Source: an optimization exercise on an open RTL-to-GDS flow (aim: small area, a short achievable clock period and few clock cycles). Production flows keep margins and buffers that such runs may drop. RTL that was checked went through simulation tests only; none was proved equivalent to the original. No functional check of the RTL was part of runs 4 to 6. No activity file was given, so power comes from the tool's default toggle rates.

--- design.v ---
`timescale 1ns / 1ps
module write_batch_record_parser (
  input  logic                clk_i,
  input  logic                rst_ni,
  input  logic                in_valid_i,
  output logic                in_ready_o,
  input  logic [41:0]         in_data_i,
  output logic                out_valid_o,
  input  logic                out_ready_i,
  output logic [143:0]        out_data_o,
  input  logic                cfg_valid_i,
  output logic                cfg_ready_o,
  input  logic                cfg_index_i,
  input  logic [31:0]         cfg_data_i
);
  localparam logic [2:0] PhHeader = 3'd0;
  localparam logic [2:0] PhTag    = 3'd1;
  localparam logic [2:0] PhKeyLen = 3'd2;
  localparam logic [2:0] PhValLen = 3'd3;
  localparam logic [2:0] PhKey    = 3'd4;
  localparam logic [2:0] PhVal    = 3'd5;
  localparam logic [2:0] PhErrTag = 3'd6;
  localparam logic [2:0] PhErrLen = 3'd7;
  logic [7:0]  b;
  logic        bf, bl;
  logic [31:0] sp;
  assign b  = in_data_i[41:34];
  assign bf = in_data_i[33];
  assign bl = in_data_i[32];
  assign sp = in_data_i[31:0];
  logic [2:0]  phase_q, phase_n;
  logic        idle_q;
  logic [3:0]  cnt_q, cnt_n;
  logic [31:0] len_q;
  logic [31:0] diff_q;
  logic        dz_q;
  logic [63:0] rseq_q;
  logic [31:0] pos_q, pos_n;
  logic        lag_q;
  logic [31:0] rs_q;
  logic        rsp_q, rsp_d;   
  logic        ov_q;           
  logic        del_q, del_n, ddel_q;
  logic        vp_q;
  logic [31:0] file_q;
  logic        fzero_q, fresh_q;
  logic        hd_q, hn_q, hs_q;
  logic        sep_q;   
  logic        hd_d, hn_d, hs_d;
  logic        empty_q, single_q, behind_q;
  logic        acc_q;
  logic        hdone_q, lpz_q, hst_q, rl_q;
  logic        b0p_q;     
  logic [7:0]  byte_q;
  logic        fe_q, dk_q;
  logic        in_fire, upd, pop, pop_done, pos_mv;
  logic        emit_data, do_finish, do_after_key, hdr_end, seq_wr, cnt_wr;
  logic [31:0] len_new, len_pf;
  logic        len_ph;
  logic        len_new_zero, len_one, grp_zero;
  logic [2:0]  code;
  assign cfg_ready_o = 1'b1;
  assign out_valid_o = ov_q;
  assign in_ready_o  = out_ready_i && acc_q;
  assign in_fire     = in_valid_i && in_ready_o;
  assign upd         = in_fire && (bf || !idle_q);
  assign pop         = out_ready_i && ov_q;
  assign rsp_d       = upd && !behind_q && (bf || hdr_end);
  assign pop_done    = out_ready_i && !hd_q && hn_q;
  assign pos_mv      = upd && !bf && !behind_q;
  always_comb begin
    for (int i = 0; i < 32; i++) begin
      if (cnt_q == 4'(i / 7)) len_new[i] = b[i % 7];
      else if (cnt_q == 4'd0) len_new[i] = 1'b0;
      else len_new[i] = len_q[i];
    end
  end
  assign grp_zero     = (cnt_q == 4'd4) ? (b[3:0] == 4'd0) : (b[6:0] == 7'd0);
  assign len_new_zero = grp_zero && ((cnt_q == 4'd0) || (len_q == 32'd0));
  assign len_one      = (len_q == 32'd1);
  assign len_ph       = (phase_q == PhKeyLen) || (phase_q == PhValLen);
  assign len_pf       = (vp_q && !del_q && !fzero_q) ? file_q : 32'd0;
  always_comb begin
    phase_n = phase_q;
    cnt_n   = cnt_q;
    del_n   = del_q;
    seq_wr  = 1'b0;
    cnt_wr  = 1'b0;
    hdr_end = 1'b0;
    emit_data    = 1'b0;
    do_finish    = 1'b0;
    do_after_key = 1'b0;
    case (phase_q)
      PhHeader: begin
        cnt_n = cnt_q + 4'd1;
        if (cnt_q[3]) cnt_wr = 1'b1;
        else seq_wr = 1'b1;
        if (cnt_q == 4'd11) begin
          hdr_end = 1'b1;
          cnt_n   = 4'd0;
          phase_n = PhTag;
        end
      end
      PhTag: begin
        if (b[7:1] == 7'd0) begin
          del_n   = !b[0];
          phase_n = PhKeyLen;
        end else begin
          phase_n = PhErrTag;
        end
      end
      PhKeyLen, PhValLen: begin
        cnt_n = cnt_q + 4'd1;
        if (b[7]) begin
          if (cnt_q == 4'd4) phase_n = PhErrLen;
        end else begin
          cnt_n = 4'd0;
          if (phase_q == PhKeyLen) begin
            if (len_new_zero) do_after_key = 1'b1;
            else phase_n = PhKey;
          end else begin
            if (len_new_zero) do_finish = 1'b1;
            else phase_n = PhVal;
          end
        end
      end
      PhKey: begin
        emit_data = 1'b1;
        if (len_one) do_after_key = 1'b1;
      end
      PhVal: begin
        emit_data = !vp_q;
        if (len_one) do_finish = 1'b1;
      end
      default: ;
    endcase
    if (do_after_key) begin
      if (del_q) do_finish = 1'b1;
      else phase_n = PhValLen;
    end
    if (do_finish) begin
      phase_n = PhTag;
    end
  end
  assign pos_n = pos_q + (lag_q ? 32'd2 : 32'd1);
  logic [63:0] rseq_inc;
  logic [31:0] diff_dec;
  assign rseq_inc = rseq_q + {63'd0, pop_done};
  assign diff_dec = diff_q - {31'd0, pop_done};
  always_comb begin
    hd_d = hd_q;
    hn_d = hn_q;
    hs_d = hs_q;
    if (upd) begin
      hs_d = bl;
      hd_d = !bf && emit_data;
      hn_d = behind_q || (!bf && do_finish);
    end else if (pop) begin
      if (hd_q) hd_d = 1'b0;
      else if (hn_q) hn_d = 1'b0;
      else hs_d = 1'b0;
    end
  end
  always_ff @(posedge clk_i or negedge rst_ni) begin
    if (!rst_ni) begin
      phase_q  <= PhHeader;
      idle_q   <= 1'b0;
      cnt_q    <= '0;
      pos_q    <= '0;
      lag_q    <= 1'b0;
      vp_q     <= 1'b0;
      fzero_q  <= 1'b1;
      fresh_q  <= 1'b1;
      hd_q     <= 1'b0;
      hn_q     <= 1'b0;
      hs_q     <= 1'b0;
      sep_q    <= 1'b0;
      empty_q  <= 1'b1;
      ov_q     <= 1'b0;
      rsp_q    <= 1'b0;
      single_q <= 1'b0;
      behind_q <= 1'b0;
      acc_q    <= 1'b1;
      hdone_q  <= 1'b0;
      lpz_q    <= 1'b1;
      hst_q    <= 1'b1;
      rl_q     <= 1'b1;
      b0p_q    <= 1'b0;
    end else begin
      if (cfg_valid_i) begin
        if (cfg_index_i) fzero_q <= 1'b0;
        else vp_q <= cfg_data_i[0];
      end
      if (upd && (bf || hdr_end)) fresh_q <= 1'b0;
      if (upd && bf) pos_q <= sp;
      else if (pos_mv) pos_q <= pos_n;
      hd_q     <= hd_d;
      hn_q     <= hn_d;
      hs_q     <= hs_d;
      empty_q  <= !(hd_d || hn_d || hs_d);
      ov_q     <= (hd_d || hn_d || hs_d) && !rsp_d;
      rsp_q    <= rsp_d;
      single_q <= hd_d ? !(hn_d || hs_d) : (hn_d != hs_d);
      behind_q <= hd_d && hn_d && !hs_d;
      acc_q    <= !(hd_d || hn_d || hs_d) || ((hd_d ? !hs_d : (hn_d != hs_d)) && !rsp_d);
      hdone_q  <= !hd_d && hn_d;
      lpz_q    <= hd_d || (fresh_q && !(upd && (bf || hdr_end)));
      hst_q    <= !hd_d && !hn_d;
      rl_q     <= hd_d ? !(hn_d || hs_d) : (!hn_d || !hs_d || (upd ? behind_q : sep_q));
      if (upd && bf && behind_q) b0p_q <= 1'b1;
      else if (pop_done) b0p_q <= 1'b0;
      if (upd) begin
        idle_q <= bl;
        sep_q  <= behind_q;
        if (bf) begin
          phase_q <= PhHeader;
          cnt_q   <= 4'd1;
          lag_q   <= 1'b1;
        end else begin
          phase_q <= phase_n;
          cnt_q   <= cnt_n;
          lag_q <= behind_q;
        end
      end
    end
  end
  always_ff @(posedge clk_i) begin
    if (cfg_valid_i && cfg_index_i) file_q <= cfg_data_i;
    if (rsp_q || pop_done) rs_q <= pos_q;
    if (upd && !bf && (len_ph || phase_q == PhKey || phase_q == PhVal)) begin
      if (do_finish) len_q <= len_pf;
      else if (len_ph) len_q <= len_new;
      else len_q <= len_q - 32'd1;
    end
    if (upd && !bf && phase_q == PhTag) del_q <= !b[0];
    if (upd && !bf && do_finish) ddel_q <= del_q;
    if ((upd && !bf && emit_data) || (upd && bf && behind_q)) begin
      byte_q <= b;
      fe_q   <= len_one;
      dk_q   <= phase_q[0];
    end
    for (int k = 1; k < 8; k++) begin
      rseq_q[8*k +: 8] <= (upd && !bf && seq_wr && cnt_q[2:0] == 3'(k))
                          ? b : rseq_inc[8*k +: 8];
    end
    if (upd && (bf ? !behind_q : (seq_wr && cnt_q[2:0] == 3'd0))) rseq_q[7:0] <= b;
    else if (b0p_q && pop_done) rseq_q[7:0] <= byte_q;
    else rseq_q[7:0] <= rseq_inc[7:0];
    for (int k = 0; k < 4; k++) begin
      diff_q[8*k +: 8] <= (upd && !bf && cnt_wr && cnt_q[1:0] == 2'(k))
                          ? b : diff_dec[8*k +: 8];
    end
    if (upd && !bf && cnt_wr) begin
      dz_q <= (b == 8'd0) && (diff_q[23:0] == 24'd0);
    end else if (pop_done) begin
      dz_q <= (diff_q == 32'd1);
    end
  end
  always_comb begin
    case (phase_q)
      PhErrTag: code = 3'd4;
      PhHeader: code = 3'd1;
      PhTag:    code = dz_q ? 3'd0 : 3'd5;
      default:  code = del_q ? 3'd3 : 3'd2;
    endcase
  end
  logic head_done;
  assign head_done   = !hd_q && !hst_q;
  assign out_data_o[143]     = !hd_q;
  assign out_data_o[142]     = hd_q ? dk_q : !hn_q;
  assign out_data_o[141:134] = hd_q ? byte_q : 8'd0;
  assign out_data_o[133]     = hd_q && fe_q;
  assign out_data_o[132]     = hd_q ? del_q : (hn_q && ddel_q);
  assign out_data_o[131:100] = hdone_q ? rseq_q[63:32] : 32'd0;
  assign out_data_o[99:68]   = head_done ? rseq_q[31:0] : 32'd0;
  assign out_data_o[67:36]   = lpz_q ? 32'd0 : rs_q;
  assign out_data_o[35:4]    = hdone_q ? len_q : 32'd0;
  assign out_data_o[3:1]     = hst_q ? code : 3'd0;
  assign out_data_o[0]       = rl_q;
endmodule
--- flow/run.sh ---
#!/bin/bash
# The standard layout, with the port buffers made of buf_1 cells instead of the
# cell buffer_ports picks by itself (a delay cell four times the area).
set -euo pipefail
export BUFFER_PORTS_ARGS="-buffer_cell sky130_fd_sc_hd__buf_1"
bash standard.sh > standard.log 2>&1
--- standard.sh ---
#!/bin/bash
# synth_recipe.tcl (not shown) runs the flow's synth.tcl, then flattens the netlist and writes it again
# the make line also repeats each setting of config.mk as NAME=value (left out here)
make -C /OpenROAD-flow-scripts/flow DESIGN_CONFIG=/design/flow/config.mk WORK_HOME=/design/flow/orfs CLKGATE_MAP_FILE= SYNTH_SCRIPT=/design/flow/synth_recipe.tcl "${@:-finish}"
--- config.mk ---
export PLATFORM = sky130hd
export DESIGN_NAME = write_batch_record_parser
export DESIGN_NICKNAME = write_batch_record_parser
export VERILOG_FILES = /design/flow/design.v
export SDC_FILE = /design/flow/constraint.sdc
export NUM_CORES = 4
export LEC_CHECK = 0
export CAP_MARGIN = 20
export CORE_MARGIN = 2
export CORE_UTILIZATION = 70
export CTS_CLUSTER_DIAMETER = 70
export CTS_CLUSTER_SIZE = 30
export SETUP_SLACK_MARGIN = 3.8
export SLEW_MARGIN = 20
--- constraint.sdc ---
create_clock -name core_clock -period 7.0 [get_ports {clk_i}]
set_input_delay 1.4000 -clock core_clock [delete_from_list [all_inputs] [get_ports {clk_i}]]
set_output_delay 1.4000 -clock core_clock [all_outputs]
set_load 0.01 [all_outputs]
==> results.txt, run 1 <==
start point of the worst min-delay path=fresh_q; Arrival @ worst endpoint=about 1.8 ns; reported leakage power=5.83 nW; capture endpoint of the worst hold path=fresh_q; post-synthesis adder-cell area fraction=1.47%; fraction of synthesis flops using an asynchronous set or reset pin=between 20% and 30%; HPWL after detailed placement=25.2 mm; tightest hold margin=0.479 ns; launch instance of the worst register-to-register path=cnt_q[0]; post-detailed-route count of antenna-violating nets=0; worst relative slew slack=a little over a third; P_sw=2.02 mW; CTS tree=done; Int Power=approximately 3.2 mW; filler instances=1286; CTS H-tree depth=1; final count of negative-setup-slack endpoints=0; via count of the first global-routing pass=11836; count of max-cap constraint violations=0; Antenna diodes=0; core outline area=approximately 20000 sq um; proportion of power drawn by flip-flops and latches=46.9%; first-pass iteration count of the detailed router=5; global placer's final weighted congestion=between 0.9 and 1; Tmin final=3.19 ns; Num CTS Buffers=15; Avg Synthesized Cell Area=about 9.1 sq um; Post-CTS Hold Buffers=0; gate count of the mapped netlist=1557; Yosys reg bits=262; most frequent cells after synthesis=nor2_1, a21oi_1, nand2_1, and2_1, edfxtp_1; Synth Flop Type=edfxtp_1; power consumption=5.18 mW; combined area of all synthesized cells=14100 sq um; accumulated negative setup slack=0 ns; die footprint=21300 sq um; Max Freq=314 MHz; fin nets=1845; Hold Crit Depth=1; first-pass GRT wire length=about 61 mm; clock transition at the registers of the reported paths=0.11 ns; area taken by flip-flops and latches=approximately 6600 sq um; FP Rows=51; number of hold violations in the final report=0; WL final=approximately 38 mm; Die X-Extent=146 microns; top area cells in the synthesized netlist=edfxtp_1, dfxtp_1, dfrtp_1; GRT Overall Usage=approximately a third; Multi-input gate area=7320 sq um; category of the worst setup path launch point=input port; maximum number of pins on one net before global-route repair=65; largest buffer count on any clock path=3; number of port buffers=~230; depth of the worst register-to-register path=8; DRC violations left=0; switching portion of total power=39.0%; Clock Root Buffer=clkbuf_16; critical path class=input port to output pin; Worst Hold Class=register to register; number of distinct library cell variants in the gate-level netlist after synthesis=68; post-synthesis simple-gate area fraction=26.5%; final count of pins violating max slew=0; final global-route overflow total=0; number of nets in the synthesized netlist=about 1700; endpoint of the lowest-slack register-to-register path=len_q[18]; worst skew pair latency=0.50 ns; share of the synthesized area in the top cell type=~23%; main combinational cell family by area after synthesis=simple AND/OR/NAND/NOR gates; cell taking the most area after synthesis=edfxtp_1; worst-path fanout max=5; drt first-iter violations=1283; Worst setup EP type=output pin; Worst Skew=between 0.02 and 0.025 ns; sequential fraction of the synthesis area=between 40 and 50%; average vias per placed instance=6.28; Compound-Gate Fraction of Synth Area=12.8%; actual transition at the worst max-transition pin=0.968 ns; number of enable flip-flop cells after synthesis=~110; number of antenna violations at the first check in global routing=0; area grow syn2layout=14.1%; via count=12707; Reg2Reg Setup Slack=3.95 ns; share of final-layout standard cells stronger than drive strength 1=8.08%; height of the die=146 microns; data required time at the worst endpoint=approximately 5.6 ns; Gate power share=between 30% and 40%; final worst path period share=45.5%; clock power share=a little under a fifth; dominant cell by count in the synthesized netlist=nor2_1; fraction of synthesized cell area in xor and xnor cells=7.82%; post-DR wirelength/cell=18.9 microns; Max IR drop VDD=0.240 mV; Yosys Warn Count=1; power per unit of standard cell area=approximately 320 nW/um^2; clock tree sinks=262; RSZ-0062 raised after global routing=true; status=timing/DRC/antenna clean; fraction of synthesized area in multiplexers=less than 1%; effective utilization at floorplan=71.8%; ports placed on the boundary=roughly 230
-- how the worst max path moves through the flow --
stage                              from              to  slack [ns]  depth (start not counted)
after floorplan             out_ready_i      diff_q[26]        3.73                         10
after global placement    in_data_i[33]       rseq_q[0]        2.34                          7
after detailed placement  in_data_i[33]       rseq_q[3]        2.22                          7
after CTS                 in_data_i[33]       rseq_q[3]        3.72                          7
after global routing               hd_q  out_data_o[75]        3.77                          4
final                       out_ready_i      in_ready_o        3.81                          3
-- routing by layer --
metal	vias to the layer above	share of wire, %	track usage (%)
met4	0	2.6	11.8
met1	5948	40	48.6
li1	5929	-	-
met3	79	10	4.95
met2	751	47	56.6
met5	-	0	0
-- power by group through the flow --
stage / Combinational (mW) / Clock [mW] / Sequential (mW)
after detailed placement: 1.61 / 0 / 2.45
after floorplan: 1.25 / 0 / 2.30
after global routing: 1.94 / 1.05 / 2.47
final: 1.76 / 0.987 / 2.43
after global placement: 1.56 / 0 / 2.43
after CTS: 1.68 / 0.993 / 2.42
-- cell usage in the layout (no fill, tap or decap), types with 9 or more instances in the layout --
master,netlist,routed
and3_1,23,21
nor2b_1,39,38
and2_1,115,113
xnor2_1,60,60
nor3_1,43,40
edfxtp_1,109,109
xor2_1,66,66
nor2_1,143,141
mux2i_1,12,12
inv_1,26,24
ha_1,15,12
or3_1,14,14
buf_4,5,39
clkbuf_16,0,15
o21ai_0,65,64
o22ai_1,21,21
and4_1,11,11
a21oi_1,136,129
a31o_1,9,9
or4_1,12,11
a211oi_1,11,10
nand3_1,71,68
nand2_1,129,128
dfrtp_1,51,47
a31oi_1,11,11
dfxtp_1,96,96
buf_1,3,221
a22oi_1,10,10
nor4_1,25,22
nand4_1,46,46
-- kinds of logic after synthesis --
group	count (synthesis)
and+or+nand+nor	705
AOI/OAI and AO/OA	310
DFF	262
xor gates and xnor gates	126
buffers and inverters	124
adders and majority gates	16
muxes	13
other	1
-- flip-flops by register name, indices dropped and copies added, names as in the netlist, 3 cells and up --
register / flops
byte_q: 8
phase_q: 3
pos_q: 32
cnt_q: 4
diff_q: 32
rseq_q: 64
file_q: 32
len_q: 32
rs_q: 32
-- worst max-delay path: stages --
cell	delay, ns
buf_4	0.13
and2_4	0.14
buf_6	0.11
-- timing repair --
| item | in CTS | in global routing |
|---|---|---|
| gates resized for setup | 34 | 13 |
| pin swaps | 9 | 9 |
| gates cloned | 5 | 1 |
| buffers inserted | 7 | 14 |
| endpoints found under the setup margin | 189 | 184 |
-- per-stage QoR --
stage | cell area [sq um] | util, % | setup WS (ns) | instances
after floorplan | 14300 | - | 3.73 | 1557
after global placement | 15200 | 77.4 | 2.34 | 1970
after detailed placement | 15200 | 77.4 | 2.22 | 1970
after CTS | 15900 | 81.0 | 3.72 | 2007
after global routing | 16100 | 81.9 | 3.77 | 2022
final | 16100 | 81.9 | 3.81 | 2022
-- cell type report --
| type | instances | share of cell area, % |
|---|---|---|
| Tap cell | 265 | 2.06 |
| Timing Repair Buffer | 267 | 7.49 |
| Clock inverter | 8 | 0.692 |
| Multi-Input combinational cell | 1176 | 45.5 |
| Inverter | 26 | 0.645 |
| Clock buffer | 17 | 2.38 |
| Timing Repair inverter | 1 | 0.0311 |
| Sequential cell | 262 | 41.2 |
Testbench counts, summed over its fixed seeds: cycles 79,187.
==> run 2, diff against run 1 <==
--- a/config.mk
+++ b/config.mk
@@ -7,5 +7,5 @@
 export LEC_CHECK = 0
-export CAP_MARGIN = 20
+export CAP_MARGIN = 5
 export CORE_MARGIN = 2
-export CORE_UTILIZATION = 70
+export CORE_UTILIZATION = 60
 export CTS_CLUSTER_DIAMETER = 70
@@ -13,2 +13,2 @@
 export SETUP_SLACK_MARGIN = 3.8
-export SLEW_MARGIN = 20
+export SLEW_MARGIN = 5
==> run 2 against run 1 <==
Still clean. Worst hold slack got worse by 0.0065 ns. Worst setup slack got worse by 0.0077 ns. Maximum frequency fell by 0.24%. Clock power rose by 9%. Total power rose by 1.5%. Final area rose by 1.1%. Sequential power barely moved. Core utilization fell by 12 points. Clock skew fell by 0.0044 ns. Flip-flop and latch count did not move. Combinational power barely moved. Via count fell by 3.3%. Critical path type unchanged. Critical endpoint unchanged.
==> results.txt, run 2 <==
combined area of all synthesized cells=14100 sq um (unchanged); CTS tree=done; Gate power share=33.4% (-0.7 points); GRT Overall Usage=30.7% (-4.2 points); critical path class=input port to output pin; fraction of synthesis flops using an asynchronous set or reset pin=21.8% (unchanged); dominant cell by count in the synthesized netlist=nor2_1; effective utilization at floorplan=60.7% (-11 points); Synth Flop Type=edfxtp_1; number of nets in the synthesized netlist=1653 (unchanged); worst-path fanout max=5 (unchanged); Clock Root Buffer=clkbuf_16; Worst Skew=0.0202 ns (-0.00436 ns); CP max stage delay=0.14 ns (about the same); Max Freq=313 MHz (-0.24%); number of enable flip-flop cells after synthesis=109 (unchanged); Tmin final=3.19 ns (+0.00771 ns); fin nets=1851 (+0.33%); Post-CTS Hold Buffers=0 (unchanged); Yosys Warn Count=1 (unchanged); final non-filler cell total=2084 (+3.1%); final count of negative-setup-slack endpoints=0 (unchanged); Top delay family on crit path=buffers and inverters; Crit-path slowest cell=buf_4; power consumption=5.25 mW (+1.5%); post-route cell area=16300 sq um (+1.1%); proportion of power drawn by flip-flops and latches=46.2% (-0.7 points); actual transition at the worst max-transition pin=0.994 ns (+0.0254 ns); Antenna diodes=0 (unchanged); final global-route overflow total=0 (unchanged); post-detailed-route count of antenna-violating nets=0 (unchanged); Worst setup EP type=output pin; DRC violations left=0 (unchanged); top area cells in the synthesized netlist=edfxtp_1, dfxtp_1, dfrtp_1; largest buffer count on any clock path=3 (unchanged); count of max-cap constraint violations=0 (unchanged); final worst path period share=45.6% (+0.11 points); Worst Hold Class=register to register; Avg Synthesized Cell Area=9.06 sq um (unchanged); reported leakage power=5.89 nW (+1.0%); first-pass iteration count of the detailed router=5 (unchanged); data required time at the worst endpoint=5.60 ns (about the same); accumulated negative setup slack=0 ns (unchanged); WL final=38.4 mm (+0.22%); CTS H-tree depth=1 (unchanged); height of the die=157 microns (+7.8%); cell breakdown of the critical path=buf_4, and2_4, buf_6; clock power share=20.5% (+1.4 points); highest-count cells in the layout ignoring fill and taps=buf_1, nor2_1, a21oi_1; Multi-input gate area=7320 sq um (about the same); switching portion of total power=38.9% (-0.097 points); clock transition at the registers of the reported paths=0.11 ns (about the same); count of placed standard cells including taps=2024 (+2.7%); worst skew pair latency=0.52 ns (+0.02 ns); core outline area=23300 sq um (+18%); die footprint=24800 sq um (+16%); drt first-iter violations=1092 (-15%); Max IR drop VDD=0.264 mV (+9.9%); cell taking the most area after synthesis=edfxtp_1; area taken by flip-flops and latches=6640 sq um (unchanged); via count=12287 (-3.3%); number of distinct library cell variants in the gate-level netlist after synthesis=68 (unchanged); Int Power=3.21 mW (+1.7%); most frequent standard cell in the layout excluding fill and tap cells=buf_1; number of buffer and inverter instances along the worst setup path=2 (unchanged); number of port buffers=225 (unchanged); final count of pins violating max slew=0 (unchanged); post-DR wirelength/cell=18.4 microns (-2.8%); HPWL after detailed placement=25.6 mm (+1.6%); Die X-Extent=157 microns (+7.8%); filler instances=1958 (+52%); P_sw=2.04 mW (+1.3%); power per unit of standard cell area=323 nW/um^2 (+0.42%); average vias per placed instance=5.90 (-6.2%); max FFs per register=64 (unchanged); via count of the first global-routing pass=11488 (-2.9%); area grow syn2layout=15.3%; Yosys reg bits=262 (unchanged); Placement Cell Area=15300 sq um (+0.44%); Arrival @ worst endpoint=1.79 ns (about the same); share of the synthesized area in the top cell type=23.2% (unchanged); worst relative slew slack=33.5% (-2.0 points); register name with the most flops=rseq_q; FP Rows=56 (+9.8%); most frequent cells after synthesis=nor2_1, a21oi_1, nand2_1, and2_1, edfxtp_1; ports placed on the boundary=227 (unchanged); status=timing/DRC/antenna clean; sequential fraction of the synthesis area=47.0% (unchanged); gate count of the mapped netlist=1557 (unchanged); number of antenna violations at the first check in global routing=0 (unchanged); category of the worst setup path launch point=input port; maximum number of pins on one net before global-route repair=65 (unchanged); share of final-layout standard cells stronger than drive strength 1=8.67% (+0.59 points); final core utilization=70.0% (-12 points); number of hold violations in the final report=0 (unchanged); first-pass GRT wire length=60.5 mm (-0.60%); RSZ-0062 raised after global routing=true; global placer's final weighted congestion=0.899 (-4.1%); clock tree sinks=262 (unchanged); Num CTS Buffers=16 (+1)
==> run 2: changes by cell type in the layout (fill, tap and decap cells not counted), moves of 2 or more <==
| cell | delta |
|---|---|
| buf_4 | +7 |
| buf_6 | -2 |
| clkbuf_1 | -2 |
| clkbuf_16 | +2 |
| inv_12 | +2 |
| nand3_1 | -2 |
| nand3_2 | +2 |
==> run 2: what timing repair did <==
action	4_1_cts	5_1_grt
setup buffers	17	9
gates cloned	5	1
gates resized for setup	31	15
pin swaps	7	8
setup endpoints to repair	188	135
==> run 2: final timing paths <==
path,start,endpoint,slack (ns),depth (start not counted)
setup / recovery,out_ready_i,in_ready_o,3.81,3
hold / removal,fresh_q,fresh_q,0.47,1
setup reg to reg,cnt_q[0],len_q[29],3.91,8
hold reg to reg,fresh_q,fresh_q,0.47,1
max in group asynchronous,rst_ni,phase_q[0],5.43,2
min in group asynchronous,rst_ni,pos_q[17],1.02,2
==> run 2: logic make-up (layout without fill, tap and decap cells) <==
logic type                 count (synthesis)  after routing  share of synthesized area [%]
and+or+nand+nor                          705            707                           26.5
AOI/OAI and AO/OA                        310            313                           12.8
DFF                                      262            262                           47.0
xor gates and xnor gates                 126            126                           7.82
buffers and inverters                    124            327                           3.51
adders and majority gates                 16             16                           1.47
muxes                                     13             13                          0.931
other                                      1              1                         0.0266
==> run 2: power groups by stage <==
stage          clock network, mW  logic (mW)  registers (mW)
5_1_grt                     1.15        1.94            2.48
3_3_place_gp                   0        1.58            2.44
3_5_place_dp                   0        1.62            2.45
2_1_floorplan                  0        1.25            2.30
6_report                    1.08        1.75            2.43
4_1_cts                     1.09        1.69            2.41
==> run 2: layout make-up <==
type | instances | area share [%]
clock inverter | 11 | 0.876
inverter | 26 | 0.638
multi-input combinational | 1176 | 45.0
tap | 319 | 2.45
timing repair buffer | 272 | 7.60
clock buffer | 17 | 2.61
timing repair inverter | 1 | 0.0308
sequential | 262 | 40.8
==> run 2: worst register-to-register path, delay by kind of cell (launching register included) <==
kind	cells	cell delay, ns
simple gates	2	1.20
compound gates	3	0.59
flops	1	0.46
buf+inv	2	0.30
fa+ha+maj	1	0.23
==> run 2: routing by layer <==
layer / vias up / GRT usage, % / wire, microns
met5: - / 0 / 0
met4: 0 / 8.79 / 839
met3: 73 / 4.52 / 2760
met2: 494 / 49.6 / 17700
met1: 5760 / 43.1 / 17000
li1: 5960 / - / -
==> run 2: metrics by stage <==
stage / setup WS, ns / hold slack [ns]
after global placement: 2.32 / 0.448
after detailed placement: 2.29 / 0.456
final: 3.81 / 0.473
after floorplan: 3.73 / 0.441
after CTS: 3.80 / 0.472
after global routing: 3.76 / 0.493
==> run 3, diff against run 2 <==
--- a/config.mk
+++ b/config.mk
@@ -7,3 +7,3 @@
 export LEC_CHECK = 0
-export CAP_MARGIN = 5
+export CAP_MARGIN = 20
 export CORE_MARGIN = 2
@@ -13,2 +13,2 @@
 export SETUP_SLACK_MARGIN = 3.8
-export SLEW_MARGIN = 5
+export SLEW_MARGIN = 20
==> run 3 against run 2 <==
Still clean on timing, DRC and antenna. Worst hold slack improved by 0.0033 ns. Clock-buffer cell count grew 1. Sequential power hardly changed. Sequential share of layout area hardly changed. Maximum frequency about the same. Total power fell by 0.48%. Final cell count about the same. Largest cell class unchanged. Largest power group unchanged.
==> results.txt, run 3 <==
status=timing/DRC/antenna clean; Tmin final=3.19 ns (-0.00203 ns); Worst Hold Class=register to register; Worst Skew=0.0204 ns (+0.000156 ns); number of distinct library cell variants in the gate-level netlist after synthesis=68 (unchanged); count of max-cap constraint violations=0 (unchanged); highest-count cells in the layout ignoring fill and taps=buf_1, nor2_1, a21oi_1; Num CTS Buffers=16 (unchanged); Reg2Reg Setup Slack=3.94 ns (+0.03 ns); Top delay family on crit path=buffers and inverters; final count of pins violating max slew=0 (unchanged); Die X-Extent=157 microns (unchanged); CP max stage delay=0.14 ns (about the same); combined area of all synthesized cells=14100 sq um (unchanged); GRT Overall Usage=30.5% (-0.13 points); fraction of synthesis flops using an asynchronous set or reset pin=21.8% (unchanged); sequential fraction of the synthesis area=47.0% (unchanged); Max IR drop VDD=0.271 mV (+2.6%); number of antenna violations at the first check in global routing=0 (unchanged); core outline area=23300 sq um (unchanged); data required time at the worst endpoint=5.60 ns (about the same); HPWL after detailed placement=25.6 mm (about the same); number of buffer and inverter instances along the worst setup path=2 (unchanged); RSZ-0062 raised after global routing=true; top area cells in the synthesized netlist=edfxtp_1, dfxtp_1, dfrtp_1; final global-route overflow total=0 (unchanged); post-DR wirelength/cell=18.4 microns (-0.27%); Clock Root Buffer=clkbuf_16; share of final-layout standard cells stronger than drive strength 1=8.61% (-0.062 points); DRC violations left=0 (unchanged); global placer's final weighted congestion=0.899 (unchanged); cell breakdown of the critical path=buf_4, and2_4, buf_6; most frequent standard cell in the layout excluding fill and tap cells=buf_1; tightest hold margin=0.476 ns (+0.00333 ns); critical path class=input port to output pin; first-pass iteration count of the detailed router=7 (+2); die footprint=24800 sq um (unchanged); Yosys Warn Count=1 (unchanged); WL final=38.3 mm (-0.22%); Yosys reg bits=262 (unchanged); clock tree sinks=262 (unchanged); capture endpoint of the worst hold path=fresh_q; power per unit of standard cell area=322 nW/um^2 (-0.39%); most frequent cells after synthesis=nor2_1, a21oi_1, nand2_1, and2_1, edfxtp_1; category of the worst setup path launch point=input port; Crit-path slowest cell=buf_4; number of port buffers=225 (unchanged); largest buffer count on any clock path=3 (unchanged); Arrival @ worst endpoint=1.79 ns (about the same); area grow syn2layout=15.2% (about the same); average vias per placed instance=5.93 (+0.60%); start point of the worst min-delay path=fresh_q; ports placed on the boundary=227 (unchanged); Antenna diodes=0 (unchanged); worst slack, placed=2.22 ns (-0.0764 ns); reported leakage power=5.90 nW (about the same); number of hold violations in the final report=0 (unchanged); worst-path fanout max=5 (unchanged); gate count of the mapped netlist=1557 (unchanged); cell taking the most area after synthesis=edfxtp_1; maximum number of pins on one net before global-route repair=65 (unchanged); Avg Synthesized Cell Area=9.06 sq um (unchanged); number of enable flip-flop cells after synthesis=109 (unchanged); dominant cell by count in the synthesized netlist=nor2_1; Worst setup EP type=output pin; post-detailed-route count of antenna-violating nets=0 (unchanged); register name with the most flops=rseq_q; height of the die=157 microns (unchanged); number of nets in the synthesized netlist=1653 (unchanged); final count of negative-setup-slack endpoints=0 (unchanged); number of gates on the worst path with buffers counted=3 (unchanged); Synth Flop Type=edfxtp_1; FP Rows=56 (unchanged); effective utilization at floorplan=60.7% (unchanged); worst relative slew slack=33.1% (-0.36 points); worst skew pair latency=0.52 ns (about the same); final worst path period share=45.6% (about the same); Worst setup startpoint=out_ready_i; share of the synthesized area in the top cell type=23.2% (unchanged); Hold Crit Depth=1 (unchanged); max FFs per register=64 (unchanged); Post-CTS Hold Buffers=0 (unchanged); launch instance of the worst register-to-register path=cnt_q[0]; Max Freq=313 MHz (about the same); first-pass GRT wire length=60.1 mm (-0.54%); fin nets=1852 (+0.054%); CTS H-tree depth=1 (unchanged); CTS tree=done; via count=12367 (+0.65%); accumulated negative setup slack=0 ns (unchanged); depth of the worst register-to-register path=8 (unchanged); endpoint of the lowest-slack register-to-register path=len_q[18]; actual transition at the worst max-transition pin=1.00 ns (+0.00969 ns); via count of the first global-routing pass=11508 (+0.17%); clock transition at the registers of the reported paths=0.11 ns (about the same); drt first-iter violations=1047 (-4.1%); fin worst setup slack=3.81 ns (+0.00203 ns)
## run 3: worst max path at each step
| stage | end | slack (ns) |
|---|---|---|
| final | in_ready_o | 3.81 |
| after detailed placement | rseq_q[4] | 2.22 |
| after CTS | out_data_o[3] | 3.80 |
| after global placement | rseq_q[3] | 2.32 |
| after floorplan | diff_q[26] | 3.73 |
| after global routing | len_q[7] | 3.79 |
## run 3: power by group
part / total (mW) / leakage, nW / switching [mW] / internal (mW)
clock: 1.07 / 0.273 / 0.585 / 0.484
combinational: 1.74 / 3.13 / 1.03 / 0.713
sequential: 2.42 / 2.49 / 0.411 / 2.01
## run 3: cells by family after synthesis
logic type / after synthesis / synth area share, %
simple gates: 705 / 26.5
compound gates: 310 / 12.8
flops: 262 / 47.0
xor+xnor: 126 / 7.82
buf+inv: 124 / 3.51
fa+ha+maj: 16 / 1.47
mux: 13 / 0.931
other cells: 1 / 0.0266
## run 3: per-layer routing
metal	GRT usage [%]	share of wire [%]
met5	0	0
met4	9.22	2.2
met3	3.36	7.8
met2	49.6	46
met1	43.3	44
## run 3: what timing repair did
item	4_1_cts	5_1_grt
endpoints found under the setup margin	189	101
gates resized for setup	32	14
buffers inserted	18	9
gates cloned	5	1
pin swaps	8	8
## run 3: area by class of cell
cell class                      instances  area, sq um
Inverter                               26          104
Clock inverter                         10          129
Fill cell                            1902         7000
Sequential cell                       262         6640
Timing Repair inverter                  1         5.00
Multi-Input combinational cell       1176         7300
Timing Repair Buffer                  273         1250
Clock buffer                           18          429
Tap cell                              319          399
## run 3: worst reg2reg max path: cells and delay by family, from the launching register on
family | cells | cell delay, ns
AO/OA/AOI/OAI | 3 | 0.59
adder cells (fa/ha/maj) | 1 | 0.22
buffers and inverters | 2 | 0.30
flip-flops | 1 | 0.46
AND/OR/NAND/NOR | 2 | 1.16
## run 3: stage by stage
stage | util (%) | power [mW] | cells | area [sq um]
global placement | 65.7 | 4.02 | 2024 | 15300
CTS | 69.4 | 5.20 | 2075 | 16100
floorplan | - | 3.54 | 1557 | 14300
global route | 69.9 | 5.54 | 2085 | 16300
detailed placement | 65.7 | 4.06 | 2024 | 15300
finish | 69.9 | 5.23 | 2085 | 16300
==> run 4, diff against run 3 <==
--- a/design.v
+++ b/design.v
@@ -72,5 +72,3 @@
     for (int i = 0; i < 32; i++) begin
-      if (cnt_q == 4'(i / 7)) len_new[i] = b[i % 7];
-      else if (cnt_q == 4'd0) len_new[i] = 1'b0;
-      else len_new[i] = len_q[i];
+      len_new[i] = ((cnt_q == 4'(i / 7)) && b[i % 7]) || ((cnt_q != 4'd0) && len_q[i]);
     end
@@ -252,15 +250,23 @@
     end
-    if (upd && !bf && cnt_wr) begin
-      dz_q <= (b == 8'd0) && (diff_q[23:0] == 24'd0);
-    end else if (pop_done) begin
-      dz_q <= (diff_q == 32'd1);
-    end
-  end
-  always_comb begin
-    case (phase_q)
+    dz_q <= dz_nx;
+  end
+  logic [2:0] phase_nx;
+  logic       del_nx, dz_nx;
+  always_comb begin
+    phase_nx = upd ? (bf ? PhHeader : phase_n) : phase_q;
+    del_nx   = (upd && !bf && phase_q == PhTag) ? !b[0] : del_q;
+    if (upd && !bf && cnt_wr) dz_nx = (b == 8'd0) && (diff_q[23:0] == 24'd0);
+    else if (pop_done) dz_nx = (diff_q == 32'd1);
+    else dz_nx = dz_q;
+    case (phase_nx)
       PhErrTag: code = 3'd4;
       PhHeader: code = 3'd1;
-      PhTag:    code = dz_q ? 3'd0 : 3'd5;
-      default:  code = del_q ? 3'd3 : 3'd2;
+      PhTag:    code = dz_nx ? 3'd0 : 3'd5;
+      default:  code = del_nx ? 3'd3 : 3'd2;
     endcase
+  end
+  logic [2:0] code_q;
+  always_ff @(posedge clk_i or negedge rst_ni) begin
+    if (!rst_ni) code_q <= 3'd1;
+    else code_q <= code;
   end
@@ -277,3 +283,3 @@
   assign out_data_o[35:4]    = hdone_q ? len_q : 32'd0;
-  assign out_data_o[3:1]     = hst_q ? code : 3'd0;
+  assign out_data_o[3:1]     = hst_q ? code_q : 3'd0;
   assign out_data_o[0]       = rl_q;
--- a/config.mk
+++ b/config.mk
@@ -12,3 +12,3 @@
 export CTS_CLUSTER_SIZE = 30
-export SETUP_SLACK_MARGIN = 3.8
+export SETUP_SLACK_MARGIN = 3.9
 export SLEW_MARGIN = 20
==> run 4 against run 3 <==
Still clean on timing, DRC and antenna. Critical path depth is 10 higher. Clock power is 8% lower. Final cell count is 1.4% higher. Critical endpoint is now diff_q[30]. Largest cell class unchanged.
==> results.txt, run 4 <==
status=timing/DRC/antenna clean; dominant cell by count in the synthesized netlist=nand2_1; post-detailed-route count of antenna-violating nets=0 (unchanged); area taken by flip-flops and latches=6690 sq um (+0.75%); most frequent cells after synthesis=nand2_1, nor2_1, a21oi_1, and2_1, edfxtp_1; maximum number of pins on one net before global-route repair=65 (unchanged); power consumption=4.25 mW (-19%); worst skew pair latency=0.52 ns (about the same); gate count of the mapped netlist=1546 (-0.71%); number of hold violations in the final report=0 (unchanged); power per unit of standard cell area=243 nW/um^2 (-24%); Yosys reg bits=265 (+1.1%); Placement Cell Area=15400 sq um (+0.57%); critical path class=input port to register; DRC violations left=0 (unchanged); P_sw=1.43 mW (-29%); HPWL after detailed placement=25.3 mm (-1.1%); via count of the first global-routing pass=11481 (-0.23%); effective utilization at floorplan=60.5% (-0.18 points); Die X-Extent=157 microns (-0.14%); gr busiest metal=met2; cell occurring most often along the worst timing path=ha_4; final global-route overflow total=0 (unchanged); max FFs per register=64 (unchanged); clock tree sinks=265 (+1.1%); Arrival @ worst endpoint=3.61 ns (+1.82 ns); CP max stage delay=0.47 ns (+0.33 ns); reported leakage power=6.65 nW (+13%); Worst Hold Class=register to register; actual transition at the worst max-transition pin=0.882 ns (-0.121 ns); Clock Root Buffer=clkbuf_16; cell breakdown of the critical path=buf_8, nand3_4, inv_4, ha_4, ha_4, nor3b_4, nand2_2, or2_4, or4_4, nor4_4, nand2b_1, xor2_1, a21oi_1; fraction of synthesized area in multiplexers=1.00% (+0.074 points); largest buffer count on any clock path=3 (unchanged); filler instances=1689 (-11%); Post-CTS Hold Buffers=0 (unchanged); clock transition at the registers of the reported paths=0.10 ns (about the same); share of final-layout standard cells stronger than drive strength 1=17.0% (+8.4 points); number of nets in the synthesized netlist=1644 (-0.54%); post-synthesis simple-gate area fraction=26.2% (-0.30 points); die footprint=24700 sq um (-0.29%); drt first-iter violations=1307 (+25%); Tmin final=3.25 ns (+0.0530 ns); CTS tree=done; Worst Skew=0.0408 ns (+0.0204 ns); data required time at the worst endpoint=7.36 ns (+1.76 ns); post-synthesis adder-cell area fraction=1.65% (+0.18 points); number of distinct library cell variants in the gate-level netlist after synthesis=75 (+10%); count of max-cap constraint violations=0 (unchanged); CTS H-tree depth=1 (unchanged); Multi-input gate area=7740 sq um (+5.9%); tightest hold margin=0.471 ns (-0.00552 ns); proportion of power drawn by flip-flops and latches=55.5% (+9.2 points); Yosys Warn Count=1 (unchanged); final count of negative-setup-slack endpoints=0 (unchanged); category of the worst setup path launch point=input port; share of the synthesized area in the top cell type=22.8% (-0.36 points); Max IR drop VDD=0.232 mV (-14%); Num CTS Buffers=15 (-1); global placer's final weighted congestion=0.871 (-3.1%); fraction of synthesis flops using an asynchronous set or reset pin=22.6% (+0.89 points); Avg Synthesized Cell Area=9.10 sq um (+0.42%); clock power share=23.2% (+2.8 points); Max Freq=308 MHz (-1.6%); number of enable flip-flop cells after synthesis=107 (-1.8%); combined area of all synthesized cells=14100 sq um (-0.29%); number of port buffers=225 (unchanged); average vias per placed instance=5.99 (+1.0%); post-route cell area=17500 sq um (+7.4%); WL final=40.6 mm (+6.0%); met3 usage in global routing=3.36% (unchanged); cell taking the most area after synthesis=edfxtp_1; routing usage on met2=49.5% (-0.12 points); fraction of synthesized cell area in xor and xnor cells=6.47% (-1.3 points); Synth Flop Type=edfxtp_1; via count=12670 (+2.5%); GRT Overall Usage=31.3% (+0.79 points); RSZ-0062 raised after global routing=true; highest-count cells in the layout ignoring fill and taps=buf_1, nand2_1, nor2_1; worst relative slew slack=41.2% (+8.1 points); register name with the most flops=rseq_q; final core utilization=75.1% (+5.2 points); first-pass GRT wire length=61.4 mm (+2.2%); FP Rows=56 (unchanged); fin nets=1885 (+1.8%); Worst setup EP type=register; core outline area=23300 sq um (unchanged); main combinational cell family by area after synthesis=simple AND/OR/NAND/NOR gates; area grow syn2layout=24.2%; Gate power share=21.3% (-12 points); first-pass iteration count of the detailed router=7 (unchanged); final count of pins violating max slew=0 (unchanged); number of antenna violations at the first check in global routing=0 (unchanged); worst-path fanout max=6 (+1); Int Power=2.82 mW (-12%); ports placed on the boundary=227 (unchanged); Crit-path slowest cell=or4_4; height of the die=157 microns (-0.14%); accumulated negative setup slack=0 ns (unchanged); switching portion of total power=33.6% (-5.1 points); final worst path period share=46.4% (+0.76 points); most frequent standard cell in the layout excluding fill and tap cells=buf_1; met1 Usage GRT=45.8% (+2.5 points); Compound-Gate Fraction of Synth Area=14.0% (+1.2 points); post-DR wirelength/cell=19.2 microns (+4.5%); Antenna diodes=0 (unchanged); top area cells in the synthesized netlist=edfxtp_1, dfxtp_1, dfrtp_1; sequential fraction of the synthesis area=47.5% (+0.54 points)
==> run 4: changes by cell type after synthesis, sizes merged, moves of 12 or more <==
cell	previous run	this run
nand2	129	173
nor3	45	30
nand4	46	18
xnor2	60	37
a21oi	136	124
o21ai	72	84
==> run 4: through the flow <==
step	std cells	setup slack, ns
3_5_place_dp	2022	2.48
3_3_place_gp	2022	2.64
2_1_floorplan	1546	3.34
5_1_grt	2115	3.66
4_1_cts	2088	3.71
6_report	2115	3.75
==> run 4: logic make-up (layout without fill, tap and decap cells) <==
logic type                 Yosys count  count (layout)
other                                1               1
DFF                                265             265
AOI/OAI and AO/OA                  319             321
muxes                               14              14
buffers and inverters              116             363
adders and majority gates           18              18
and+or+nand+nor                    709             710
xor gates and xnor gates           104             104
==> run 4: critical path: cells and delay by family <==
kind / cells / cell delay [ns]
buffers and inverters: 2 / 0.19
adder cells (fa/ha/maj): 2 / 0.30
AO/OA/AOI/OAI: 1 / 0.08
XOR/XNOR: 1 / 0.15
AND/OR/NAND/NOR: 7 / 1.50
==> run 4: per-layer routing <==
layer	vias up	part of all wire (%)
met1	5981	43
met2	626	47
met4	0	3.1
met3	112	7.8
met5	-	0
li1	5951	-
==> run 4: repair_timing <==
item | in CTS | in global routing
pin swaps | 27 | 44
resized for setup | 90 | 199
gates cloned | 6 | 5
setup buffers | 34 | 21
setup endpoints to repair | 241 | 189
==> run 4: cell type report <==
class                   count  area share, %
well taps                 319           2.28
flip-flops and latches    265           38.3
clock buffers              17           2.32
inverters                  27          0.659
repair buffers            310           11.7
multi-input cells        1168           44.3
clock inverters             9          0.480
==> run 4: path summary, 6_finish.rpt <==
| kind | end | cells after the start | startpoint | slack, ns |
|---|---|---|---|---|
| min | fresh_q | 1 | fresh_q | 0.47 |
| min in group asynchronous | pos_q[12] | 2 | rst_ni | 1.04 |
| max | diff_q[30] | 13 | out_ready_i | 3.75 |
| max reg2reg | acc_q | 10 | len_q[22] | 3.81 |
| min reg2reg | fresh_q | 1 | fresh_q | 0.47 |
| max in group asynchronous | hd_q | 2 | rst_ni | 5.41 |
==> run 4: power groups by stage <==
stage	sequential (mW)	combinational (mW)	clock [mW]
after detailed placement	2.35	0.844	0
after global placement	2.34	0.821	0
after global routing	2.40	1.01	1.05
after floorplan	2.24	0.671	0
after CTS	2.32	0.875	1.00
final	2.36	0.906	0.987
==> run 5, diff against run 4 <==
--- a/config.mk
+++ b/config.mk
@@ -12,3 +12,3 @@
 export CTS_CLUSTER_SIZE = 30
-export SETUP_SLACK_MARGIN = 3.9
+export SETUP_SLACK_MARGIN = 3.8
 export SLEW_MARGIN = 20
==> run 5 against run 4 <==
Final cell count shrank 0.19%. Die area unchanged. Routed wire length down 4.1%. Largest cell class unchanged. Highest routed layer unchanged.
==> results.txt, run 5 <==
dominant cell by count in the synthesized netlist=nand2_1; number of port buffers=225 (unchanged); final core utilization=72.9% (-2.2 points); post-route cell area=17000 sq um (-2.9%); Yosys reg bits=265 (unchanged); DRC violations left=0 (unchanged); area grow syn2layout=20.5%; final count of negative-setup-slack endpoints=0 (unchanged); reported leakage power=6.44 nW (-3.2%); Worst setup EP type=register; CTS tree=done; cell taking the most area after synthesis=edfxtp_1; final non-filler cell total=2111 (-0.19%); effective utilization at floorplan=60.5% (unchanged); share of final-layout standard cells stronger than drive strength 1=13.7% (-3.4 points); die footprint=24700 sq um (unchanged); final worst path period share=47.1% (+0.73 points); Synth Flop Type=edfxtp_1; via count of the first global-routing pass=11144 (-2.9%); worst slack, placed=2.65 ns (+0.168 ns); Worst setup startpoint=in_data_i[35]; combined area of all synthesized cells=14100 sq um (unchanged); tightest hold margin=0.469 ns (-0.00118 ns); capturing element of the worst setup path=acc_q; category of the worst setup path launch point=input port; RSZ-0062 raised after global routing=true; worst relative slew slack=35.9% (-5.2 points); Avg Synthesized Cell Area=9.10 sq um (unchanged); core outline area=23300 sq um (unchanged); worst-path fanout max=3 (-3); sequential fraction of the synthesis area=47.5% (unchanged); most frequent cells after synthesis=nand2_1, nor2_1, a21oi_1, and2_1, edfxtp_1; fin nets=1882 (-0.16%); FP Rows=56 (unchanged); CTS H-tree depth=1 (unchanged); Clock Root Buffer=clkbuf_16; count of max-cap constraint violations=0 (unchanged); post-DR wirelength/cell=18.4 microns (-3.9%); actual transition at the worst max-transition pin=0.961 ns (+0.0787 ns); via count=12479 (-1.5%); HPWL after detailed placement=25.2 mm (-0.58%); maximum number of pins on one net before global-route repair=65 (unchanged); launch instance of the worst register-to-register path=len_q[16]; top area cells in the synthesized netlist=edfxtp_1, dfxtp_1, dfrtp_1; data required time at the worst endpoint=7.42 ns (+0.06 ns); Max Freq=303 MHz (-1.5%); fraction of synthesis flops using an asynchronous set or reset pin=22.6% (unchanged); register name with the most flops=rseq_q; Reg2Reg Setup Slack=3.75 ns (-0.06 ns); average vias per placed instance=5.91 (-1.3%); Worst Skew=0.0188 ns (-0.0220 ns); Num CTS Buffers=15 (unchanged); WL final=38.9 mm (-4.1%); gate count of the mapped netlist=1546 (unchanged); depth of the worst register-to-register path=11 (+1); ports placed on the boundary=227 (unchanged); number of enable flip-flop cells after synthesis=107 (unchanged); highest-count cells in the layout ignoring fill and taps=buf_1, nand2_1, nor2_1; final global-route overflow total=0 (unchanged); Arrival @ worst endpoint=3.72 ns (+0.11 ns); first-pass GRT wire length=58.3 mm (-5.1%); number of distinct library cell variants in the gate-level netlist after synthesis=75 (unchanged); worst skew pair latency=0.51 ns (about the same); GRT Overall Usage=29.8% (-1.5 points); max FFs per register=64 (unchanged); clock tree sinks=265 (unchanged); critical path class=input port to register; Die X-Extent=157 microns (unchanged); Tmin final=3.30 ns (+0.0508 ns); number of antenna violations at the first check in global routing=0 (unchanged); Yosys Warn Count=1 (unchanged); fin worst setup slack=3.70 ns (-0.0508 ns); accumulated negative setup slack=0 ns (unchanged); count of placed standard cells including taps=2022 (unchanged); clock transition at the registers of the reported paths=0.10 ns (about the same); power consumption=4.31 mW (+1.4%); Worst Hold Class=register to register; Antenna diodes=0 (unchanged); final count of pins violating max slew=0 (unchanged); status=timing/DRC/antenna clean; most frequent standard cell in the layout excluding fill and tap cells=buf_1; share of the synthesized area in the top cell type=22.8% (unchanged); power per unit of standard cell area=254 nW/um^2 (+4.5%); post-detailed-route count of antenna-violating nets=0 (unchanged); Placement Cell Area=15400 sq um (about the same); first-pass iteration count of the detailed router=8 (+1); global placer's final weighted congestion=0.928 (+6.5%); drt first-iter violations=1158 (-11%); Max IR drop VDD=0.301 mV (+30%); largest buffer count on any clock path=3 (unchanged); endpoint of the lowest-slack register-to-register path=acc_q; height of the die=157 microns (unchanged); number of hold violations in the final report=0 (unchanged); number of nets in the synthesized netlist=1644 (unchanged)
run 5: cell types whose count changed in the layout (fill, tap and decap cells not counted), sizes merged:
| cell | previous run | this run |
|---|---|---|
| buf | 305 | 285 |
| clkinv | 4 | 1 |
| o22ai | 15 | 14 |
| inv | 29 | 32 |
| clkinvlp | 3 | 2 |
| bufinv | 0 | 1 |
| clkbuf | 22 | 39 |
run 5: layer usage:
layer	GRT usage, %	wire length, microns	part of all wire [%]
met3	3.88	2890	7.4
met5	0	0	0
met4	8.14	1050	2.7
met2	48.6	18300	47
met1	42.1	16700	43
run 5: where the power goes:
part / leakage, nW / total [mW] / internal (mW) / switching (mW)
Sequential: 2.48 / 2.35 / 1.95 / 0.397
Combinational: 3.71 / 0.905 / 0.432 / 0.473
Clock: 0.258 / 1.06 / 0.487 / 0.571
run 5: logic make-up (layout without fill, tap and decap cells):
family | count (synthesis) | after routing | share of synthesized area, %
flip-flops | 265 | 265 | 47.5
AND/OR/NAND/NOR | 709 | 710 | 26.2
other | 1 | 1 | 0.0267
buffers and inverters | 116 | 360 | 3.16
AO/OA/AOI/OAI | 319 | 320 | 14.0
adder cells (fa/ha/maj) | 18 | 18 | 1.65
XOR/XNOR | 104 | 104 | 6.47
multiplexers | 14 | 14 | 1.00
run 5: worst min-delay path by stage:
stage,start,endpoint,cells past startpoint,slack [ns]
after floorplan,sep_q,sep_q,2,0.44
after global placement,fresh_q,fresh_q,1,0.45
after detailed placement,fresh_q,fresh_q,1,0.46
after CTS,fresh_q,fresh_q,1,0.47
after global routing,fresh_q,fresh_q,1,0.48
final,fresh_q,fresh_q,1,0.47
run 5: what timing repair did:
item                       in CTS  in global routing
setup endpoints to repair     159                135
hold buffers                    0                  0
gates cloned                    4                  5
setup buffers                  26                 28
resized for setup              35                112
pin swaps                      15                 15
run 5: layout make-up:
cell class	count	area [sq um]
flip-flops and latches	265	6690
repair buffers	308	1780
well taps	319	399
clock inverters	9	133
fillers	1836	6300
multi-input cells	1167	7440
clock buffers	16	400
inverters	27	113
run 5: critical path, cell delays in order:
cell,delay [ns]
buf_6,0.09
buf_6,0.11
or3_4,0.41
nor2_4,0.10
o211ai_1,0.15
o41ai_4,0.34
o22ai_4,0.15
buf_12,0.15
nor2_4,0.09
and3b_2,0.26
ha_4,0.27
nand2_2,0.05
o221ai_2,0.13
==> run 6, diff against run 5 <==
--- a/design.v
+++ b/design.v
@@ -72,3 +72,5 @@
     for (int i = 0; i < 32; i++) begin
-      len_new[i] = ((cnt_q == 4'(i / 7)) && b[i % 7]) || ((cnt_q != 4'd0) && len_q[i]);
+      if (cnt_q == 4'(i / 7)) len_new[i] = b[i % 7];
+      else if (cnt_q == 4'd0) len_new[i] = 1'b0;
+      else len_new[i] = len_q[i];
     end
==> run 6 against run 5 <==
Still clean. Combinational power is 2% higher. Core utilization is 1.1 points lower. Register-to-register slack better by 0.28 ns. Global-route usage is 1.1 points higher. Clock-buffer cell count is 3 higher. Critical path type unchanged. Critical endpoint is now rseq_q[44]. Largest cell class unchanged. Largest power group unchanged. Highest routed layer unchanged.
==> results.txt, run 6 <==
actual transition at the worst max-transition pin=1.15 ns (+0.192 ns); Worst Hold Class=register to register; routing usage on met2=48.8% (+0.16 points); largest buffer count on any clock path=3 (unchanged); post-DR wirelength/cell=18.5 microns (+0.29%); top area cells in the synthesized netlist=edfxtp_1, dfxtp_1, dfrtp_1; reported leakage power=6.08 nW (-5.6%); capture endpoint of the worst hold path=fresh_q; area grow syn2layout=18.5%; start point of the worst min-delay path=fresh_q; core outline area=23300 sq um (unchanged); FP Rows=56 (unchanged); category of the worst setup path launch point=input port; final global-route overflow total=0 (unchanged); WL final=39.4 mm (+1.2%); worst relative slew slack=22.4% (-14 points); power per unit of standard cell area=252 nW/um^2 (-1.1%); main combinational cell family by area after synthesis=simple AND/OR/NAND/NOR gates; number of port buffers=225 (unchanged); met1 Usage GRT=44.5% (+2.5 points); power consumption=4.20 mW (-2.5%); dominant cell by count in the synthesized netlist=nand2_1; number of nets in the synthesized netlist=1665 (+1.3%); count of max-cap constraint violations=0 (unchanged); DRC violations left=0 (unchanged); Worst setup startpoint=out_ready_i; Max IR drop VDD=0.265 mV (-12%); accumulated negative setup slack=0 ns (unchanged); number of buffer and inverter instances along the worst setup path=3 (unchanged); cell breakdown of the critical path=buf_4, nand3b_1, inv_2, ha_4, ha_4, nand4_1, nor4_4, buf_4, nand2_1, or4_1, xnor2_1, mux2_1; number of antenna violations at the first check in global routing=0 (unchanged); endpoint of the lowest-slack register-to-register path=code_q[0]; effective utilization at floorplan=60.6% (+0.12 points); CP max stage delay=0.44 ns (+0.03 ns); final count of pins violating max slew=0 (unchanged); HPWL after detailed placement=25.9 mm (+2.9%); launch instance of the worst register-to-register path=diff_q[12]; most frequent standard cell in the layout excluding fill and tap cells=buf_1; CTS tree=done; number of hold violations in the final report=0 (unchanged); worst skew pair latency=0.52 ns (about the same); height of the die=157 microns (+0.10%); data required time at the worst endpoint=7.40 ns (-0.02 ns); number of distinct library cell variants in the gate-level netlist after synthesis=74 (-1.3%); critical path class=input port to register; Worst Skew=0.0276 ns (+0.00880 ns); Post-CTS Hold Buffers=0 (unchanged); depth of the worst register-to-register path=7 (-4); post-synthesis simple-gate area fraction=26.4% (+0.26 points); final worst path period share=46.5% (-0.60 points); number of enable flip-flop cells after synthesis=107 (unchanged); worst-path fanout max=6 (+3); Worst setup EP type=register; share of final-layout standard cells stronger than drive strength 1=10.6% (-3.1 points); met3 usage in global routing=4.32% (+0.44 points); Hold Crit Depth=1 (unchanged); Num CTS Buffers=16 (+1); post-detailed-route count of antenna-violating nets=0 (unchanged); ports placed on the boundary=227 (unchanged); clock tree sinks=265 (unchanged); gate count of the mapped netlist=1567 (+1.4%); Reg2Reg Setup Slack=4.03 ns (+0.28 ns); clock transition at the registers of the reported paths=0.09 ns (about the same); count of placed standard cells including taps=2051 (+1.4%); gr busiest metal=met2; first-pass GRT wire length=60.4 mm (+3.6%); combined area of all synthesized cells=14100 sq um (+0.20%); CTS H-tree depth=1 (unchanged); Top delay family on crit path=simple AND/OR/NAND/NOR gates; most frequent cells after synthesis=nand2_1, nor2_1, and2_1, a21oi_1, edfxtp_1; RSZ-0062 raised after global routing=true; Max Freq=307 MHz (+1.3%); first-pass iteration count of the detailed router=5 (-3); highest-count cells in the layout ignoring fill and taps=buf_1, nand2_1, nor2_1; Compound-Gate Fraction of Synth Area=13.2% (-0.77 points); max FFs per register=64 (unchanged); fraction of synthesized cell area in xor and xnor cells=7.21% (+0.73 points); fraction of synthesis flops using an asynchronous set or reset pin=22.6% (unchanged); Yosys Warn Count=1 (unchanged); sequential fraction of the synthesis area=47.4% (-0.097 points); Crit-path slowest cell=or4_1; Arrival @ worst endpoint=3.65 ns (-0.07 ns); global placer's final weighted congestion=0.879 (-5.3%); Die X-Extent=157 microns (+0.10%); via count=12641 (+1.3%); die footprint=24700 sq um (+0.20%); Clock Root Buffer=clkbuf_16; Synth Flop Type=edfxtp_1; fraction of synthesized area in multiplexers=0.879% (-0.13 points); average vias per placed instance=5.93 (+0.39%); GRT Overall Usage=30.9% (+1.1 points); Tmin final=3.25 ns (-0.0423 ns); final count of negative-setup-slack endpoints=0 (unchanged); via count of the first global-routing pass=11231 (+0.78%); cell taking the most area after synthesis=edfxtp_1; Yosys reg bits=265 (unchanged); Avg Synthesized Cell Area=9.00 sq um (-1.1%); share of the synthesized area in the top cell type=22.8% (-0.047 points); maximum number of pins on one net before global-route repair=65 (unchanged); post-synthesis adder-cell area fraction=1.65% (-0.0034 points); final non-filler cell total=2130 (+0.90%); status=timing/DRC/antenna clean; register name with the most flops=rseq_q; fin nets=1898 (+0.85%); drt first-iter violations=1193 (+3.0%)
run 6: changes by cell type after synthesis, moves of 14 or more:
cell / before / now
nor4_1: 21 / 35
o21ai_1: 0 / 19
o22ai_1: 13 / 41
xnor2_1: 37 / 71
xor2_1: 67 / 45
run 6: report_power, final:
group	switching [mW]	internal [mW]	leakage [nW]
Sequential	0.334	1.88	2.54
Clock	0.570	0.492	0.270
Combinational	0.550	0.374	3.27
run 6: layout make-up:
type / count / area (sq um)
inverter: 34 / 135
fill: 1834 / 6550
timing repair buffer: 294 / 1520
multi-input combinational: 1189 / 7420
tap: 319 / 399
sequential: 265 / 6690
clock inverter: 9 / 90.1
clock buffer: 19 / 454
antenna: 1 / 2.50
run 6: how the worst max path moves through the flow:
stage	end	slack [ns]	cells past startpoint
2_1_floorplan	rseq_q[44]	3.38	10
3_3_place_gp	rseq_q[44]	2.67	11
3_5_place_dp	rseq_q[44]	2.61	11
4_1_cts	rseq_q[44]	3.65	12
5_1_grt	rseq_q[44]	3.70	12
6_report	rseq_q[44]	3.75	12
run 6: cell families (layout without fill, tap and decap cells):
family	count (synthesis)	count (layout)
AOI/OAI and AO/OA	319	320
xor gates and xnor gates	116	116
adders and majority gates	18	18
buffers and inverters	115	356
DFF	265	265
muxes	12	12
other	1	2
and+or+nand+nor	721	722
run 6: metal layers:
metal	wire [microns]	share of wire (%)	vias to the layer above
met2	18100	46	595
met3	3280	8.3	72
li1	-	-	6022
met1	17200	44	5952
met5	0	0	-
met4	888	2.3	0
run 6: timing repair:
item / 4_1_cts / 5_1_grt
buffers inserted: 21 / 23
endpoints found under the setup margin: 192 / 128
pin swaps: 13 / 12
cloned: 4 / 2
endpoints found under the hold margin: 0 / 0
resized for setup: 23 / 39
run 6: through the flow:
stage | utilization (%) | hold slack, ns | setup WS, ns | instance area, sq um
finish | 71.8 | 0.495 | 3.75 | 16700
detailed placement | 66.5 | 0.470 | 2.61 | 15500
global placement | 66.5 | 0.460 | 2.67 | 15500
floorplan | - | 0.423 | 3.38 | 14400
CTS | 70.3 | 0.495 | 3.65 | 16300
global route | 71.8 | 0.515 | 3.70 | 16700

-- what the ideal ports hide --
In the flow no input, the clock included, has a driving cell. The finished layouts below were timed again as built, in two steps. Step 1 (the two cells are an assumption about what drives the block):
set clk [get_ports {clk_i}]
set_driving_cell -lib_cell sky130_fd_sc_hd__clkbuf_16 $clk
set_driving_cell -lib_cell sky130_fd_sc_hd__buf_2 [delete_from_list [all_inputs] $clk]
Step 2 also shifts input and output timing later by t, the mid clock arrival at the registers, as if the neighbouring blocks saw the same clock. a / b / c = ideal / step 1 / step 2; a / b = the first two.
run	t (ns)	setup slack, ns	slew at the worst register clock pin (ns)	cell pins on the clock port's net
run 1	0.536	3.814 / 3.774 / 3.323	0.11 / 0.11	1
run 2	0.556	3.806 / 3.758 / 3.355	0.11 / 0.11	1
run 3	0.554	3.808 / 3.769 / 3.353	0.11 / 0.11	1
run 4	0.547	3.755 / 3.751 / 3.204	0.12 / 0.12	1
run 5	0.550	3.704 / 3.712 / 3.171	0.11 / 0.11	1
run 6	0.558	3.746 / 3.761 / 3.212	0.11 / 0.11	1
After both steps every run listed still meets setup and hold. For run 4, which loses most, drivers alone change the setup slack by -0.004 ns; drivers and shift together by -0.551 ns.
